From an optimization exercise on the open Yosys and OpenROAD flow, aimed at small area, a short achievable clock period and few clock cycles per item; shortcuts taken in it are not production practice.
Only simulation tests tie the RTL to the original design; equivalence was not proved.
Power is estimated from default activity; no workload was simulated.

==> module key_set_with_rank_query, before the edit <==
module key_set_with_rank_query (
    input  logic        aclk,
    input  logic        aresetn,
    input  logic        s_valid,
    output logic        s_ready,
    input  logic [1:0]  s_command,
    input  logic [31:0] s_key,
    input  logic [3:0]  s_rank,
    output logic        m_valid,
    input  logic        m_ready,
    output logic        m_success,
    output logic [31:0] m_selected_key,
    output logic [4:0]  m_item_count,
    output logic        m_table_full
);
    localparam int N  = 16;
    localparam int W  = 32;
    localparam int RW = 1 + 1 + 5 + W;  
    logic [W-1:0] key_q [N];
    logic [3:0]   rank_q [N];
    logic [N-1:0] val_q;
    logic [4:0]   cnt_q;
    logic         i_v;
    logic [1:0]   i_cmd;
    logic [W-1:0] i_key;
    logic [3:0]   i_rank;
    logic         x_v;
    logic [1:0]   x_cmd;
    logic [W-1:0] x_key;
    logic [3:0]   x_rank;
    logic [N-1:0] x_gt, x_eq;
    logic         x_pgt, x_peq;
    logic [N-1:0] la_new;
    logic          r0_v, r1_v;
    logic [RW-1:0] r0_d, r1_d;
    logic          go_q;        
    logic          s_ready_q;   
    logic [N-1:0] a_gt, a_eq;
    logic         a_pgt, a_peq;
    function automatic logic [1:0] cmp(input logic [W-1:0] a, input logic [W-1:0] b);
        logic [W-1:0] g, e;
        g = a & ~b;
        e = ~(a ^ b);
        for (int w = W / 2; w >= 1; w = w / 2) begin
            for (int j = 0; j < w; j++) begin
                g[j] = g[2*j+1] | (e[2*j+1] & g[2*j]);
                e[j] = e[2*j+1] & e[2*j];
            end
        end
        cmp = {g[0], e[0]};
    endfunction
    function automatic logic [3:0] popcount(input logic [N-1:0] v);
        logic [N-1:0] t;
        logic a, b;
        t = v;
        for (int p = 1; p < N; p = p * 2) begin
            for (int k = p; k >= 1; k = k / 2) begin
                for (int j = k % p; j + k < N; j = j + 2 * k) begin
                    for (int i = 0; i < k; i++) begin
                        if (i + j + k < N && ((i + j) / (p * 2)) == ((i + j + k) / (p * 2))) begin
                            a = t[i+j];
                            b = t[i+j+k];
                            t[i+j]   = a | b;
                            t[i+j+k] = a & b;
                        end
                    end
                end
            end
        end
        popcount[3] = t[7];
        popcount[2] = (t[3] & ~t[7]) | t[11];
        popcount[1] = (t[1] & ~t[3]) | (t[5] & ~t[7]) | (t[9] & ~t[11]) | t[13];
        popcount[0] = ^v;
    endfunction
    logic [1:0] a_c [N+1];
    always_comb begin
        for (int i = 0; i < N; i++) begin
            a_c[i] = cmp(key_q[i], i_key);
            a_gt[i] = a_c[i][1];
            a_eq[i] = a_c[i][0];
        end
        a_c[N] = cmp(x_key, i_key);
        a_pgt = a_c[N][1];
        a_peq = a_c[N][0];
    end
    logic [N-1:0] gt_c, eq_c, lt_v, gt_v, free, fill, rk_hit;
    logic         exec, found, full, ins, era, sel_ok;
    logic [4:0]   cnt_n;
    logic [3:0]   rank_new;
    logic [W-1:0] sel_key;
    logic [RW-1:0] res;
    always_comb begin
        for (int i = 0; i < N; i++) begin
            gt_c[i] = la_new[i] ? x_pgt : x_gt[i];
            eq_c[i] = la_new[i] ? x_peq : x_eq[i];
        end
        exec   = x_v && go_q;
        found  = |(val_q & eq_c);
        full   = cnt_q[4];
        ins    = exec && x_cmd == ksrq_pkg::CMD_INSERT && !found && !full;
        era    = exec && x_cmd == ksrq_pkg::CMD_ERASE && found;
        sel_ok = x_cmd == ksrq_pkg::CMD_SELECT && {1'b0, x_rank} < cnt_q;
        gt_v = val_q & gt_c;
        lt_v = val_q & ~gt_c & ~eq_c;
        free = ~val_q;
        for (int i = 0; i < N; i++) begin
            fill[i] = ins && free[i] && (i == 0 || !(|(free & ((N)'(1 << i) - 1'b1))));
        end
        rank_new = popcount(lt_v);
        for (int i = 0; i < N; i++) begin
            rk_hit[i] = val_q[i] && rank_q[i] == x_rank;
        end
        sel_key = '0;
        for (int i = 0; i < N; i++) begin
            sel_key = sel_key | ({W{rk_hit[i]}} & key_q[i]);
        end
        cnt_n = ins ? cnt_q + 5'd1 : era ? cnt_q - 5'd1 : cnt_q;
        res[RW-1]  = ins || era || (x_cmd == ksrq_pkg::CMD_TEST && found) || sel_ok;
        res[RW-2]  = x_cmd == ksrq_pkg::CMD_INSERT && !found && full;
        res[W+4:W] = cnt_n;
        res[W-1:0] = (x_cmd == ksrq_pkg::CMD_SELECT) ? sel_key : '0;
    end
    always_ff @(posedge aclk) begin
        for (int i = 0; i < N; i++) begin
            if (fill[i]) begin
                key_q[i]  <= x_key;
                rank_q[i] <= rank_new;
            end else if (ins && gt_v[i]) begin
                rank_q[i] <= rank_q[i] + 4'd1;
            end else if (era && gt_v[i]) begin
                rank_q[i] <= rank_q[i] - 4'd1;
            end
        end
    end
    logic take, x_free;
    logic r0_vn, r1_vn, i_vn, x_vn, go_n;
    always_comb begin
        take   = r0_v && m_ready;
        x_free = !x_v || go_q;
        if (take) begin
            r0_vn = r1_v || exec;
            r1_vn = r1_v && exec;
        end else begin
            r0_vn = r0_v || exec;
            r1_vn = r1_v || (r0_v && exec);
        end
        go_n = !(r0_vn && r1_vn);
        i_vn = s_ready_q ? s_valid : i_v;
        x_vn = x_free ? i_v : x_v;
    end
    assign s_ready        = s_ready_q;
    assign m_valid        = r0_v;
    assign m_success      = r0_d[RW-1];
    assign m_table_full   = r0_d[RW-2];
    assign m_item_count   = r0_d[W+4:W];
    assign m_selected_key = r0_d[W-1:0];
    always_ff @(posedge aclk) begin
        if (take) begin
            r0_d <= r1_v ? r1_d : res;
        end else if (!r0_v) begin
            r0_d <= res;
        end
        if (take || !r1_v) begin
            r1_d <= res;
        end
    end
    always_ff @(posedge aclk) begin
        if (s_ready_q) begin
            i_cmd  <= s_command;
            i_key  <= s_key;
            i_rank <= s_rank;
        end
        if (x_free) begin
            x_cmd  <= i_cmd;
            x_key  <= i_key;
            x_rank <= i_rank;
            x_gt   <= a_gt;
            x_eq   <= a_eq;
            x_pgt  <= a_pgt;
            x_peq  <= a_peq;
        end else begin
            x_gt   <= gt_c;
            x_eq   <= eq_c;
        end
    end
    always_ff @(posedge aclk) begin
        if (!aresetn) begin
            i_v       <= 1'b0;
            x_v       <= 1'b0;
            val_q     <= '0;
            cnt_q     <= '0;
            la_new    <= '0;
            r0_v      <= 1'b0;
            r1_v      <= 1'b0;
            go_q      <= 1'b1;
            s_ready_q <= 1'b1;
        end else begin
            i_v <= i_vn;
            x_v <= x_vn;
            for (int i = 0; i < N; i++) begin
                if (fill[i]) begin
                    val_q[i] <= 1'b1;
                end else if (era && eq_c[i]) begin
                    val_q[i] <= 1'b0;
                end
            end
            cnt_q     <= cnt_n;
            la_new    <= fill;
            r0_v      <= r0_vn;
            r1_v      <= r1_vn;
            go_q      <= go_n;
            s_ready_q <= !i_vn || !x_vn || go_n;
        end
    end
endmodule
Settings: LEC_CHECK=0, CAP_MARGIN=20, CORE_MARGIN=2, CORE_UTILIZATION=45, SETUP_SLACK_MARGIN=3.5, SLEW_MARGIN=20, TNS_END_PERCENT=10; clock period 6.5 ns.
run.sh (not shown) runs the stock make flow with config.mk's settings and CLKGATE_MAP_FILE= SYNTH_SCRIPT=/design/flow/synth_recipe.tcl, a recipe that flattens the netlist after the stock synthesis.
The first run produced a clean layout.
Testbench counts at the start, summed over its fixed seeds: cycles 4,824, ops 4,800.
Rerun with:
--- a/flow/design.v
+++ b/flow/design.v
@@ -28,10 +28,6 @@
     logic [3:0]   rank_q [N];
     logic [N-1:0] val_q;
     logic [4:0]   cnt_q;
-    logic         i_v;
-    logic [1:0]   i_cmd;
-    logic [W-1:0] i_key;
-    logic [3:0]   i_rank;
     logic         x_v;
     logic [1:0]   x_cmd;
     logic [W-1:0] x_key;
@@ -83,11 +79,11 @@
     logic [1:0] a_c [N+1];
     always_comb begin
         for (int i = 0; i < N; i++) begin
-            a_c[i] = cmp(key_q[i], i_key);
+            a_c[i] = cmp(key_q[i], s_key);
             a_gt[i] = a_c[i][1];
             a_eq[i] = a_c[i][0];
         end
-        a_c[N] = cmp(x_key, i_key);
+        a_c[N] = cmp(x_key, s_key);
         a_pgt = a_c[N][1];
         a_peq = a_c[N][0];
     end
@@ -141,10 +137,10 @@
         end
     end
     logic take, x_free;
-    logic r0_vn, r1_vn, i_vn, x_vn, go_n;
+    logic r0_vn, r1_vn, x_vn, go_n;
     always_comb begin
         take   = r0_v && m_ready;
-        x_free = !x_v || go_q;
+        x_free = s_ready_q;   
         if (take) begin
             r0_vn = r1_v || exec;
             r1_vn = r1_v && exec;
@@ -153,8 +149,7 @@
             r1_vn = r1_v || (r0_v && exec);
         end
         go_n = !(r0_vn && r1_vn);
-        i_vn = s_ready_q ? s_valid : i_v;
-        x_vn = x_free ? i_v : x_v;
+        x_vn = x_free ? s_valid : x_v;
     end
     assign s_ready        = s_ready_q;
     assign m_valid        = r0_v;
@@ -173,15 +168,10 @@
         end
     end
     always_ff @(posedge aclk) begin
-        if (s_ready_q) begin
-            i_cmd  <= s_command;
-            i_key  <= s_key;
-            i_rank <= s_rank;
-        end
         if (x_free) begin
-            x_cmd  <= i_cmd;
-            x_key  <= i_key;
-            x_rank <= i_rank;
+            x_cmd  <= s_command;
+            x_key  <= s_key;
+            x_rank <= s_rank;
             x_gt   <= a_gt;
             x_eq   <= a_eq;
             x_pgt  <= a_pgt;
@@ -193,7 +183,6 @@
     end
     always_ff @(posedge aclk) begin
         if (!aresetn) begin
-            i_v       <= 1'b0;
             x_v       <= 1'b0;
             val_q     <= '0;
             cnt_q     <= '0;
@@ -203,7 +192,6 @@
             go_q      <= 1'b1;
             s_ready_q <= 1'b1;
         end else begin
-            i_v <= i_vn;
             x_v <= x_vn;
             for (int i = 0; i < N; i++) begin
                 if (fill[i]) begin
@@ -217,7 +205,7 @@
             r0_v      <= r0_vn;
             r1_v      <= r1_vn;
             go_q      <= go_n;
-            s_ready_q <= !i_vn || !x_vn || go_n;
+            s_ready_q <= !x_vn || go_n;
         end
     end
 endmodule
After rerunning: Critical path depth grows by 5. Total power fell slightly. Design area climbs by a few percent. Global-route usage falls by 1.0 points. Sequential power drops by a few percent. Sequential share of layout area decreases by 4.2 points. Flip-flop and latch count decreases by 39. Synthesized cell count hardly moves. Worst setup slack improves by 0.27 ns. Final cell count rose by a few percent.
Testbench counts after the change, summed over its fixed seeds: cycles 4,816, ops 4,800.

run C:
Another version of the RTL of key_set_with_rank_query (not shown whole).
Size in the first run: roughly 3600 cells after synthesis, roughly 83 I/O pins.
// key_set_with_rank_query
module key_set_with_rank_query (
    input  logic        aclk,
    input  logic        aresetn,
    input  logic        s_valid,
    output logic        s_ready,
    input  logic [1:0]  s_command,
    input  logic [31:0] s_key,
    input  logic [3:0]  s_rank,
    output logic        m_valid,
    input  logic        m_ready,
    output logic        m_success,
    output logic [31:0] m_selected_key,
    output logic [4:0]  m_item_count,
    output logic        m_table_full
);
clock: 6.5 ns
lec_check: 0
cap_margin: 20
core_margin: 2
core_utilization: 45
setup_slack_margin: 3.5
slew_margin: 20
tns_end_percent: 10
Testbench counts of run C, summed over its fixed seeds: cycles 4,832, ops 4,800.
Input changes introduced in run H (baseline for comparison: run C):
--- a/flow/design.v
+++ b/flow/design.v
@@ -73,51 +73,47 @@
         popcount[1] = (t[1] & ~t[3]) | (t[5] & ~t[7]) | (t[9] & ~t[11]) | t[13];
         popcount[0] = ^v;
     endfunction
     always_comb begin
         for (int i = 0; i < N; i++) begin
             a_gt[i] = key_q[i] > i_key;
             a_eq[i] = key_q[i] == i_key;
         end
         a_pgt = x_key > i_key;
         a_peq = x_key == i_key;
     end
-    logic [N-1:0] gt_c, eq_c, lt_v, gt_v, free, we, fill, rk_hit;
+    logic [N-1:0] gt_c, eq_c, lt_v, gt_v, free, fill, rk_hit;
     logic [3:0]   rank_b [N];
-    logic         exec, found, full, ins, era, sel_ok, up_pre, dn_pre;
+    logic         exec, found, full, ins, era, sel_ok;
     logic [4:0]   cnt_n;
     logic [3:0]   rank_new;
     logic [W-1:0] sel_key;
     logic [6:0]   b_res;
     logic [N-1:0] b_hit;
     logic [RW-1:0] res;
     always_comb begin
         for (int i = 0; i < N; i++) begin
             gt_c[i] = la_new[i] ? x_pgt : x_gt[i];
             eq_c[i] = la_new[i] ? x_peq : x_eq[i];
         end
         exec   = x_v && go_q;
         found  = |(val_q & eq_c);
         full   = cnt_q[4];
-        up_pre = exec && x_cmd == ksrq_pkg::CMD_INSERT && !full;
-        dn_pre = exec && x_cmd == ksrq_pkg::CMD_ERASE;
-        ins    = up_pre && !found;
+        ins    = exec && x_cmd == ksrq_pkg::CMD_INSERT && !found && !full;
         era    = exec && x_cmd == ksrq_pkg::CMD_ERASE && found;
         sel_ok = x_cmd == ksrq_pkg::CMD_SELECT && {1'b0, x_rank} < cnt_q;
         gt_v = val_q & gt_c;
         lt_v = val_q & ~gt_c & ~eq_c;
         free = ~val_q;
         for (int i = 0; i < N; i++) begin
-            we[i]   = exec && x_cmd == ksrq_pkg::CMD_INSERT && free[i] &&
-                      (i == 0 || !(|(free & ((N)'(1 << i) - 1'b1))));
-            fill[i] = we[i] && !found;
+            fill[i] = ins && free[i] && (i == 0 || !(|(free & ((N)'(1 << i) - 1'b1))));
         end
         rank_new = popcount(lt_v);
         for (int i = 0; i < N; i++) begin
             rank_b[i] = pend_q[i] ? pend_rank_q : rank_q[i];
             rk_hit[i] = val_q[i] && rank_b[i] == x_rank;
         end
         cnt_n = ins ? cnt_q + 5'd1 : era ? cnt_q - 5'd1 : cnt_q;
         b_res[6]   = ins || era || (x_cmd == ksrq_pkg::CMD_TEST && found) || sel_ok;
         b_res[5]   = x_cmd == ksrq_pkg::CMD_INSERT && !found && full;
         b_res[4:0] = cnt_n;
         b_hit      = (x_cmd == ksrq_pkg::CMD_SELECT) ? rk_hit : '0;
@@ -130,29 +126,31 @@
         res = {c_res, sel_key};
     end
     always_ff @(posedge aclk) begin
         if (exec) begin
             c_res <= b_res;
             c_hit <= b_hit;
         end
     end
     always_ff @(posedge aclk) begin
         pend_rank_q <= rank_new;
         for (int i = 0; i < N; i++) begin
-            if (we[i]) begin
+            if (fill[i]) begin
                 key_q[i] <= x_key;
             end
-            if (found) begin
-                rank_q[i] <= (dn_pre && gt_v[i]) ? rank_b[i] - 4'd1 : rank_b[i];
+            if (ins && gt_v[i]) begin
+                rank_q[i] <= rank_b[i] + 4'd1;
+            end else if (era && gt_v[i]) begin
+                rank_q[i] <= rank_b[i] - 4'd1;
             end else begin
-                rank_q[i] <= (up_pre && gt_v[i]) ? rank_b[i] + 4'd1 : rank_b[i];
+                rank_q[i] <= rank_b[i];
             end
         end
     end
     logic take, c_move, x_free;
     logic r0_vn, r1_vn, c_vn, i_vn, x_vn, go_n;
     always_comb begin
         take   = r0_v && m_ready;
         c_move = c_v && (!r1_v || take);
         x_free = !x_v || go_q;
         if (take) begin
             r0_vn = r1_v || c_move;
@@ -217,21 +215,21 @@
         end else begin
             i_v <= i_vn;
             x_v <= x_vn;
             for (int i = 0; i < N; i++) begin
                 if (fill[i]) begin
                     val_q[i] <= 1'b1;
                 end else if (era && eq_c[i]) begin
                     val_q[i] <= 1'b0;
                 end
             end
             cnt_q     <= cnt_n;
-            la_new    <= we;
-            pend_q    <= we;
+            la_new    <= fill;
+            pend_q    <= fill;
             r0_v      <= r0_vn;
             r1_v      <= r1_vn;
             c_v       <= c_vn;
             go_q      <= go_n;
             s_ready_q <= !i_vn || !x_vn || go_n;
         end
     end
 endmodule
## What came out
- Summary of run H over run C: number of multi-input combinational cells now larger; post-synthesis mux area share comparable; final hold violation count comparable; part of the Yosys area used for sequential elements now larger; area of the die comparable.
- The die outline height was comparable across run H and run C.
- Diff run C -> run H: compound-cell area share of the yosys netlist shows no meaningful change, data arrival at the endpoint of the critical path went up, mean post-synth cell area down 0.17 sq um, highest clock rate now smaller.
- Run H vs. run C: area growth from synthesis to final layout lost 0.26 points, critical path depth rose 9, final weighted congestion of routability-driven global placement lower.
- Re synthesized cell count: run H and run C aren't equal, and the lower value belongs to run C.
- The critical setup path kind comes out register to output pin in one run and register to register in the other, namely in run C and run H respectively.
Testbench counts of run H, summed over its fixed seeds: cycles 4,832, ops 4,800.

==> what the ideal ports hide <==
No port has a modelled driver above. Below, the same layouts with a new extraction and two added sets of constraints. Step 1 (the two cells are an assumption about what drives the block):
set clk [get_ports {aclk}]
set_driving_cell -lib_cell sky130_fd_sc_hd__clkbuf_16 $clk
set_driving_cell -lib_cell sky130_fd_sc_hd__buf_2 [delete_from_list [all_inputs] $clk]
Step 2 times the ports against the registers' clock, not the clock port: input delays grow and output delays shrink by t, the midpoint of the rising clock arrivals with the driver on. Slacks: no drivers / after step 1 / after step 2; pairs: no drivers / after step 1.
run	shift t [ns]	setup slack, ns	slew at the worst register clock pin (ns)	worst data-port slew with drivers (ns)	cell pins on the clock port's net
the first run of note 1	0.755	2.631 / 2.631 / 2.631	0.06 / 0.06	0.04	1
the second run of note 1	0.732	2.899 / 2.899 / 2.604	0.07 / 0.07	0.05	1
run C	0.737	3.398 / 3.328 / 3.033	0.07 / 0.07	0.04	1
run H	0.749	2.890 / 2.890 / 2.890	0.07 / 0.07	0.05	1
After both steps setup and hold are still met in every run listed. The setup slack of run C, which loses most, moves by -0.070 ns with the drivers and by -0.365 ns with both steps.
